This is an optimization exercise on Yosys and OpenROAD, whose aim is small area, not a production implementation. RTL that was checked went through simulation tests only; none was proved equivalent to the original. Power and IR drop assume default switching activity.

## run E
==> module frame_store, before the edit <==
module frame_store
(
   input wire         clk,
   input wire  [4:0]  raster_hcount,
   input wire  [3:0]  raster_vcount,
   input wire  [4:0]  wr_addr,
   input wire  [31:0] wr_data,
   output wire [63:0] tap_data
);
   wire [3:0] phase_nx = {raster_hcount[3] ^ raster_vcount[0], raster_hcount[2:0]} + 1'b1;
   wire [7:0] wr_byte  = wr_data[8*phase_nx[1:0] +: 8];
   wire       grp_lo   = (phase_nx[2] == wr_addr[0]);
   wire       ins_0    = grp_lo & (phase_nx[3] == wr_addr[1]);
   wire       ins_8    = grp_lo & (phase_nx[3] != wr_addr[1]);
   genvar l;
   generate
      for (l = 0; l < 8; l = l + 1)
      begin : line
         reg  [127:0] ring_q;
         wire         sel = (wr_addr[4:2] == l);
         if (l % 2 == 0)
         begin : even
            always @(posedge clk)
            begin
               ring_q[127:72] <= {ring_q[7:0], ring_q[127:80]};
               ring_q[71:64]  <= (sel & ins_8) ? wr_byte : ~ring_q[79:72];
               ring_q[63:8]   <= ring_q[71:16];
               ring_q[7:0]    <= (sel & ins_0) ? ~wr_byte : ~ring_q[15:8];
            end
            assign tap_data[8*l +: 8] = ring_q[7:0];
         end
         else
         begin : odd
            always @(posedge clk)
            begin
               ring_q[127:72] <= {ring_q[7:0], ring_q[127:80]};
               ring_q[71:64]  <= (sel & ins_8) ? ~wr_byte : ~ring_q[79:72];
               ring_q[63:8]   <= ring_q[71:16];
               ring_q[7:0]    <= (sel & ins_0) ? wr_byte : ~ring_q[15:8];
            end
            assign tap_data[8*l +: 8] = ring_q[71:64];
         end
      end
   endgenerate
endmodule
export LEC_CHECK = 0
export CAP_MARGIN = 20
export CORE_MARGIN = 2
export CORE_UTILIZATION = 75
export CTS_BUF_LIST = sky130_fd_sc_hd__clkbuf_8
export CTS_CLUSTER_DIAMETER = 50
export CTS_CLUSTER_SIZE = 20
export PLACE_DENSITY = 0.85
export SLEW_MARGIN = 20
create_clock -name core_clock -period 10.0 [get_ports {clk}]
standard.sh (not shown) runs the stock make flow with config.mk's settings and CLKGATE_MAP_FILE= SYNTH_SCRIPT=/design/flow/synth_recipe.tcl, a recipe that flattens the netlist after the stock synthesis.
==> flow/flow/run.sh <==
#!/bin/bash
# Layout flow: the standard ORFS flow (standard synthesis unchanged), with
#  - the smallest buffer (buf_1) on the ports,
#  - clock tree synthesis without dummy loads (same clustering settings as config.mk).
# Each step's full output is in orfs/logs/; the make output of each call goes to its
# own log here.
set -euo pipefail
export BUFFER_PORTS_ARGS="-buffer_cell sky130_fd_sc_hd__buf_1"
export CTS_ARGS="-sink_clustering_enable -repair_clock_nets -sink_clustering_size 20 -sink_clustering_max_diameter 50 -buf_list sky130_fd_sc_hd__clkbuf_8 -dont_use_dummy_load"
bash standard.sh synth > flow_synth.log 2>&1
bash standard.sh finish > flow_make.log 2>&1
Run E: done, clean on timing, DRC and antenna
Edits applied to the flow inputs when going from run E to run B:
--- a/flow/design.v
+++ b/flow/design.v
@@ -156,13 +156,13 @@
    input wire  [4:0]  raster_hcount,
    input wire  [3:0]  raster_vcount,
    input wire  [4:0]  wr_addr,
    input wire  [31:0] wr_data,
    output wire [63:0] tap_data
 );
-   wire [3:0] phase_nx = {raster_hcount[3] ^ raster_vcount[0], raster_hcount[2:0]} + 1'b1;
+   wire [3:0] phase_nx = {raster_hcount[3] ^ raster_vcount[0], raster_hcount[2:0]};
    wire [7:0] wr_byte  = wr_data[8*phase_nx[1:0] +: 8];
    wire       grp_lo   = (phase_nx[2] == wr_addr[0]);
    wire       ins_0    = grp_lo & (phase_nx[3] == wr_addr[1]);
    wire       ins_8    = grp_lo & (phase_nx[3] != wr_addr[1]);
    genvar l;
    generate
@@ -172,28 +172,28 @@
          wire         sel = (wr_addr[4:2] == l);
          if (l % 2 == 0)
          begin : even
             always @(posedge clk)
             begin
                ring_q[127:72] <= {ring_q[7:0], ring_q[127:80]};
-               ring_q[71:64]  <= (sel & ins_8) ? wr_byte : ~ring_q[79:72];
+               ring_q[71:64]  <= (sel & ins_8) ? ~wr_byte : ~ring_q[79:72];
                ring_q[63:8]   <= ring_q[71:16];
-               ring_q[7:0]    <= (sel & ins_0) ? ~wr_byte : ~ring_q[15:8];
+               ring_q[7:0]    <= (sel & ins_0) ? wr_byte : ~ring_q[15:8];
             end
-            assign tap_data[8*l +: 8] = ring_q[7:0];
+            assign tap_data[8*l +: 8] = ring_q[15:8];
          end
          else
          begin : odd
             always @(posedge clk)
             begin
                ring_q[127:72] <= {ring_q[7:0], ring_q[127:80]};
-               ring_q[71:64]  <= (sel & ins_8) ? ~wr_byte : ~ring_q[79:72];
+               ring_q[71:64]  <= (sel & ins_8) ? wr_byte : ~ring_q[79:72];
                ring_q[63:8]   <= ring_q[71:16];
-               ring_q[7:0]    <= (sel & ins_0) ? wr_byte : ~ring_q[15:8];
+               ring_q[7:0]    <= (sel & ins_0) ? ~wr_byte : ~ring_q[15:8];
             end
-            assign tap_data[8*l +: 8] = ring_q[71:64];
+            assign tap_data[8*l +: 8] = ring_q[79:72];
          end
       end
    endgenerate
 endmodule
 `default_nettype wire
 `timescale 1ns/1ps
==> comparison <==
- In summary, run B completed successfully, with a layout that passed the timing, design-rule and antenna checks.
- Run E → run B: wire length went up by 3.4%, final period utilization higher.
- In the tables for run E and run B, area after synthesis reads higher with run B.
- Looking at fraction of synthesized area in multiplexers, run B sits above run E.
- Going from run E to run B, gate count of the mapped netlist decreased about 1.1%, design area increased 0.48%, total track usage increased 0.66 points, met1 global-route usage increased 0.40 points.
- Number of distinct library cells after synthesis (lower): run B
- Run B against run E: global-route wire length before repair increased by about 1.5% relative to the old numbers; power closely matched the old numbers.
Function not checked in run B: the RTL went through the layout flow alone.

Setup of blue:
The RTL this note starts from:
==> flow/design.v <==
localparam integer H_ACTIVE = 16;
localparam integer H_TOTAL  = 24;
localparam integer V_ACTIVE = 8;
localparam integer V_TOTAL  = 10;
localparam integer HSYNC_START = 18;
localparam integer HSYNC_END   = 21;
localparam integer VSYNC_LINE  = 9;
localparam integer HCOUNT_BITS = 5;
localparam integer VCOUNT_BITS = 4;
localparam integer PIXEL_BITS      = 8;
localparam integer PIXELS_PER_WORD = 4;
localparam integer WORD_BITS       = 36;
localparam integer PARITY_BITS     = WORD_BITS - PIXEL_BITS * PIXELS_PER_WORD;
localparam integer WORDS_PER_LINE  = 4;
localparam integer FRAME_WORDS     = 32;
localparam integer ADDR_BITS       = 5;
localparam integer PHASE_BITS   = 2;
localparam [1:0]   READ_PHASE   = 2'd0;
localparam [1:0]   WRITE_PHASE  = 2'd2;
localparam integer READ_LATENCY = 2;
`timescale 1ns/1ps
`default_nettype none
module raster_timing
(
   input wire        clk,
   input wire        rst_n,
   output reg  [4:0] raster_hcount,
   output reg  [3:0] raster_vcount,
   output wire       raster_hsync,
   output wire       raster_vsync,
   output wire       raster_blank
);
localparam integer H_ACTIVE = 16;
localparam integer H_TOTAL  = 24;
localparam integer V_ACTIVE = 8;
localparam integer V_TOTAL  = 10;
localparam integer HSYNC_START = 18;
localparam integer HSYNC_END   = 21;
localparam integer VSYNC_LINE  = 9;
localparam integer HCOUNT_BITS = 5;
localparam integer VCOUNT_BITS = 4;
localparam integer PIXEL_BITS      = 8;
localparam integer PIXELS_PER_WORD = 4;
localparam integer WORD_BITS       = 36;
localparam integer PARITY_BITS     = WORD_BITS - PIXEL_BITS * PIXELS_PER_WORD;
localparam integer WORDS_PER_LINE  = 4;
localparam integer FRAME_WORDS     = 32;
localparam integer ADDR_BITS       = 5;
localparam integer PHASE_BITS   = 2;
localparam [1:0]   READ_PHASE   = 2'd0;
localparam [1:0]   WRITE_PHASE  = 2'd2;
localparam integer READ_LATENCY = 2;
   wire h_last = (raster_hcount == H_TOTAL - 1);
   wire v_last = raster_vcount[3] & raster_vcount[0];
   always @(posedge clk or negedge rst_n)
   begin
      if (!rst_n)
      begin
         raster_hcount <= H_TOTAL - 1;
         raster_vcount <= 4'd15;
      end
      else if (h_last)
      begin
         raster_hcount <= {HCOUNT_BITS{1'b0}};
         raster_vcount <= v_last ? {VCOUNT_BITS{1'b0}} : raster_vcount + 1'b1;
      end
      else
         raster_hcount <= raster_hcount + 1'b1;
   end
   assign raster_hsync = (raster_hcount >= HSYNC_START) && (raster_hcount < HSYNC_END);
   assign raster_vsync = raster_vcount[3] & ~raster_vcount[1] & raster_vcount[0];
   assign raster_blank = raster_hcount[4] | raster_vcount[3];
endmodule
`default_nettype wire
`timescale 1ns/1ps
`default_nettype none
module pixel_packer
(
   input wire         clk,
   input wire         rst_n,
   input wire         pix_req,
   input wire  [7:0]  pix_data,
   input wire         pix_start,
   output reg         pix_ack,
   output reg  [4:0]  wr_addr,
   output reg  [31:0] wr_data
);
localparam integer H_ACTIVE = 16;
localparam integer H_TOTAL  = 24;
localparam integer V_ACTIVE = 8;
localparam integer V_TOTAL  = 10;
localparam integer HSYNC_START = 18;
localparam integer HSYNC_END   = 21;
localparam integer VSYNC_LINE  = 9;
localparam integer HCOUNT_BITS = 5;
localparam integer VCOUNT_BITS = 4;
localparam integer PIXEL_BITS      = 8;
localparam integer PIXELS_PER_WORD = 4;
localparam integer WORD_BITS       = 36;
localparam integer PARITY_BITS     = WORD_BITS - PIXEL_BITS * PIXELS_PER_WORD;
localparam integer WORDS_PER_LINE  = 4;
localparam integer FRAME_WORDS     = 32;
localparam integer ADDR_BITS       = 5;
localparam integer PHASE_BITS   = 2;
localparam [1:0]   READ_PHASE   = 2'd0;
localparam [1:0]   WRITE_PHASE  = 2'd2;
localparam integer READ_LATENCY = 2;
   reg  [23:0] part_q;
   reg  [1:0]  fill_q;
   reg         restart_q;
   wire [1:0]  fill_eff;
   wire [4:0]  addr_eff;
   wire        accept;
   wire        last_pix;
   assign accept   = pix_req & ~pix_ack;
   assign fill_eff = pix_start ? 2'd0 : fill_q;
   assign last_pix = (fill_eff == 2'd3);
   assign addr_eff = (pix_start | restart_q) ? 5'd0 : wr_addr + 1'b1;
   always @(posedge clk or negedge rst_n)
   begin
      if (!rst_n)
      begin
         pix_ack   <= 1'b0;
         fill_q    <= 2'd0;
         restart_q <= 1'b1;
      end
      else
      begin
         pix_ack <= pix_req;
         if (accept)
         begin
            fill_q    <= fill_eff + 1'b1;
            restart_q <= ~last_pix & (restart_q | pix_start);
         end
      end
   end
   always @(posedge clk)
   begin
      if (accept)
      begin
         part_q <= {pix_data, part_q[23:8]};
         if (last_pix)
         begin
            wr_addr <= addr_eff;
            wr_data <= {pix_data, part_q};
         end
      end
   end
endmodule
`default_nettype wire
`timescale 1ns/1ps
`default_nettype none
module frame_store
(
   input wire         clk,
   input wire  [4:0]  raster_hcount,
   input wire  [3:0]  raster_vcount,
   input wire  [4:0]  wr_addr,
   input wire  [31:0] wr_data,
   output wire [63:0] tap_data
);
   wire [3:0] phase_nx = {raster_hcount[3] ^ raster_vcount[0], raster_hcount[2:0]} + 1'b1;
   wire [7:0] wr_byte  = wr_data[8*phase_nx[1:0] +: 8];
   wire       grp_lo   = (phase_nx[2] == wr_addr[0]);
   wire       ins_0    = grp_lo & (phase_nx[3] == wr_addr[1]);
   wire       ins_8    = grp_lo & (phase_nx[3] != wr_addr[1]);
   genvar l;
   generate
      for (l = 0; l < 8; l = l + 1)
      begin : line
         reg  [127:0] ring_q;
         wire         sel = (wr_addr[4:2] == l);
         always @(posedge clk)
         begin
            ring_q[127:72] <= {ring_q[7:0], ring_q[127:80]};
            ring_q[71:64]  <= (sel & ins_8) ? wr_byte : ring_q[79:72];
            ring_q[63:8]   <= ring_q[71:16];
            ring_q[7:0]    <= (sel & ins_0) ? wr_byte : ring_q[15:8];
         end
         if (l % 2 == 0)
            assign tap_data[8*l +: 8] = ring_q[7:0];
         else
            assign tap_data[8*l +: 8] = ring_q[71:64];
      end
   endgenerate
endmodule
`default_nettype wire
`timescale 1ns/1ps
`default_nettype none
module scan_reader
(
   input wire  [3:0]  raster_vcount,
   input wire  [63:0] tap_data,
   output wire [7:0]  pix_out
);
   assign pix_out = tap_data[8*raster_vcount[2:0] +: 8];
endmodule
`default_nettype wire
`timescale 1ns/1ps
`default_nettype none
module video_frame_top
(
   input wire         clk,
   input wire         rst_n,
   input wire         pix_req,
   input wire  [7:0]  pix_data,
   input wire         pix_start,
   output wire        pix_ack,
   output wire [7:0]  pix_out,
   output wire        hsync_out,
   output wire        vsync_out,
   output wire        blank_out
);
   wire [4:0]  raster_hcount;
   wire [3:0]  raster_vcount;
   wire [4:0]  wr_addr;
   wire [31:0] wr_data;
   wire [63:0] tap_data;
   raster_timing raster_timing_inst (
      .clk           (clk),
      .rst_n         (rst_n),
      .raster_hcount (raster_hcount),
      .raster_vcount (raster_vcount),
      .raster_hsync  (hsync_out),
      .raster_vsync  (vsync_out),
      .raster_blank  (blank_out)
   );
   pixel_packer pixel_packer_inst (
      .clk       (clk),
      .rst_n     (rst_n),
      .pix_req   (pix_req),
      .pix_data  (pix_data),
      .pix_start (pix_start),
      .pix_ack   (pix_ack),
      .wr_addr   (wr_addr),
      .wr_data   (wr_data)
   );
   frame_store frame_store_inst (
      .clk           (clk),
      .raster_hcount (raster_hcount),
      .raster_vcount (raster_vcount),
      .wr_addr       (wr_addr),
      .wr_data       (wr_data),
      .tap_data      (tap_data)
   );
   scan_reader scan_reader_inst (
      .raster_vcount (raster_vcount),
      .tap_data      (tap_data),
      .pix_out       (pix_out)
   );
endmodule
`default_nettype wire
export LEC_CHECK = 0
export CAP_MARGIN = 20
export CORE_MARGIN = 2
export CORE_UTILIZATION = 40
export CTS_BUF_LIST = sky130_fd_sc_hd__clkbuf_8
export CTS_CLUSTER_DIAMETER = 60
export CTS_CLUSTER_SIZE = 18
export SLEW_MARGIN = 20
create_clock -name core_clock -period 10.0 [get_ports {clk}]
run.sh (not shown) runs the stock make flow with config.mk's settings and CLKGATE_MAP_FILE= SYNTH_SCRIPT=/design/flow/synth_recipe.tcl, a recipe that flattens the netlist after the stock synthesis.
Stock flow here: none of the scripts above is used.
Per the final summary, blue finished and its layout is clean on timing, DRC and antenna.
Input changes introduced in orange (baseline for comparison: blue):
==> flow/design.v, changed modules only <==
module frame_store
(
   input wire         clk,
   input wire  [4:0]  raster_hcount,
   input wire  [3:0]  raster_vcount,
   input wire  [4:0]  wr_addr,
   input wire  [31:0] wr_data,
   output wire [63:0] tap_data
);
   wire [3:0] phase_nx = {raster_hcount[3] ^ raster_vcount[0], raster_hcount[2:0]} + 1'b1;
   wire [7:0] wr_byte  = wr_data[8*phase_nx[1:0] +: 8];
   wire       grp_lo   = (phase_nx[2] == wr_addr[0]);
   wire       ins_0    = grp_lo & (phase_nx[3] == wr_addr[1]);
   wire       ins_8    = grp_lo & (phase_nx[3] != wr_addr[1]);
   genvar l;
   generate
      for (l = 0; l < 8; l = l + 1)
      begin : line
         reg  [127:0] ring_q;
         wire         sel = (wr_addr[4:2] == l);
         if (l % 2 == 0)
         begin : even
            always @(posedge clk)
            begin
               ring_q[127:72] <= {ring_q[7:0], ring_q[127:80]};
               ring_q[71:64]  <= (sel & ins_8) ? wr_byte : ~ring_q[79:72];
               ring_q[63:8]   <= ring_q[71:16];
               ring_q[7:0]    <= (sel & ins_0) ? ~wr_byte : ~ring_q[15:8];
            end
            assign tap_data[8*l +: 8] = ring_q[7:0];
         end
         else
         begin : odd
            always @(posedge clk)
            begin
               ring_q[127:72] <= {ring_q[7:0], ring_q[127:80]};
               ring_q[71:64]  <= (sel & ins_8) ? ~wr_byte : ~ring_q[79:72];
               ring_q[63:8]   <= ring_q[71:16];
               ring_q[7:0]    <= (sel & ins_0) ? wr_byte : ~ring_q[15:8];
            end
            assign tap_data[8*l +: 8] = ring_q[71:64];
         end
      end
   endgenerate
endmodule
module scan_reader
(
   input wire  [3:0]  raster_vcount,
   input wire  [63:0] tap_data,
   output wire [7:0]  pix_out
);
   assign pix_out = ~tap_data[8*raster_vcount[2:0] +: 8];
endmodule
## What came out
Per the comparison of orange with blue, total global-route track usage picked up an extra 0.53 points, total die area neither gained nor lost much. In orange, the total power density per cell area came out 0.59% below the value in blue. Critical path arrival ends up lower on blue. blue → orange: final setup slack of the worst path shows a reduction of 0.17 ns; total wirelength of the detailed-routed design rose by about 6%; worst slack on hold paths rose 0.0046 ns; growth of design area from synthesis to finish -0.19 points. From blue to orange the numbers moved as follows: switching power of the nets comparable, global-route wire length before repair now sits higher, sequential area share after synthesis level, via count went up 220. orange vs. blue: total chip power went down by about 0.8%.

==> re-timing with driven ports <==
No port has a modelled driver above. Below, the same layouts with a new extraction and two added sets of constraints. Step 1 (the two cells are an assumption about what drives the block):
set clk [get_ports {clk}]
set_driving_cell -lib_cell sky130_fd_sc_hd__clkbuf_16 $clk
set_driving_cell -lib_cell sky130_fd_sc_hd__buf_2 [delete_from_list [all_inputs] $clk]
Step 2, shift: input delay + t, output delay - t, t = (earliest + latest rising clock arrival at the registers) / 2. This alone moves slack from input paths to output paths. Slacks: ideal ports / drivers / drivers and shift; pairs: ideal ports / drivers.
run	shift t [ns]	setup slack, ns	latest minus earliest clock arrival (ns)	worst data-port slew with drivers (ns)	pins driven straight from the clock port
run E	0.688	5.191 / 5.143 / 5.831	0.030 / 0.029	0.04	1
run B	0.714	5.064 / 5.015 / 5.729	0.064 / 0.063	0.03	1
blue	0.701	4.896 / 4.842 / 5.543	0.031 / 0.032	0.03	1
orange	0.703	4.723 / 4.671 / 5.374	0.028 / 0.028	0.08	1
After both steps setup and hold are still met in every run listed.
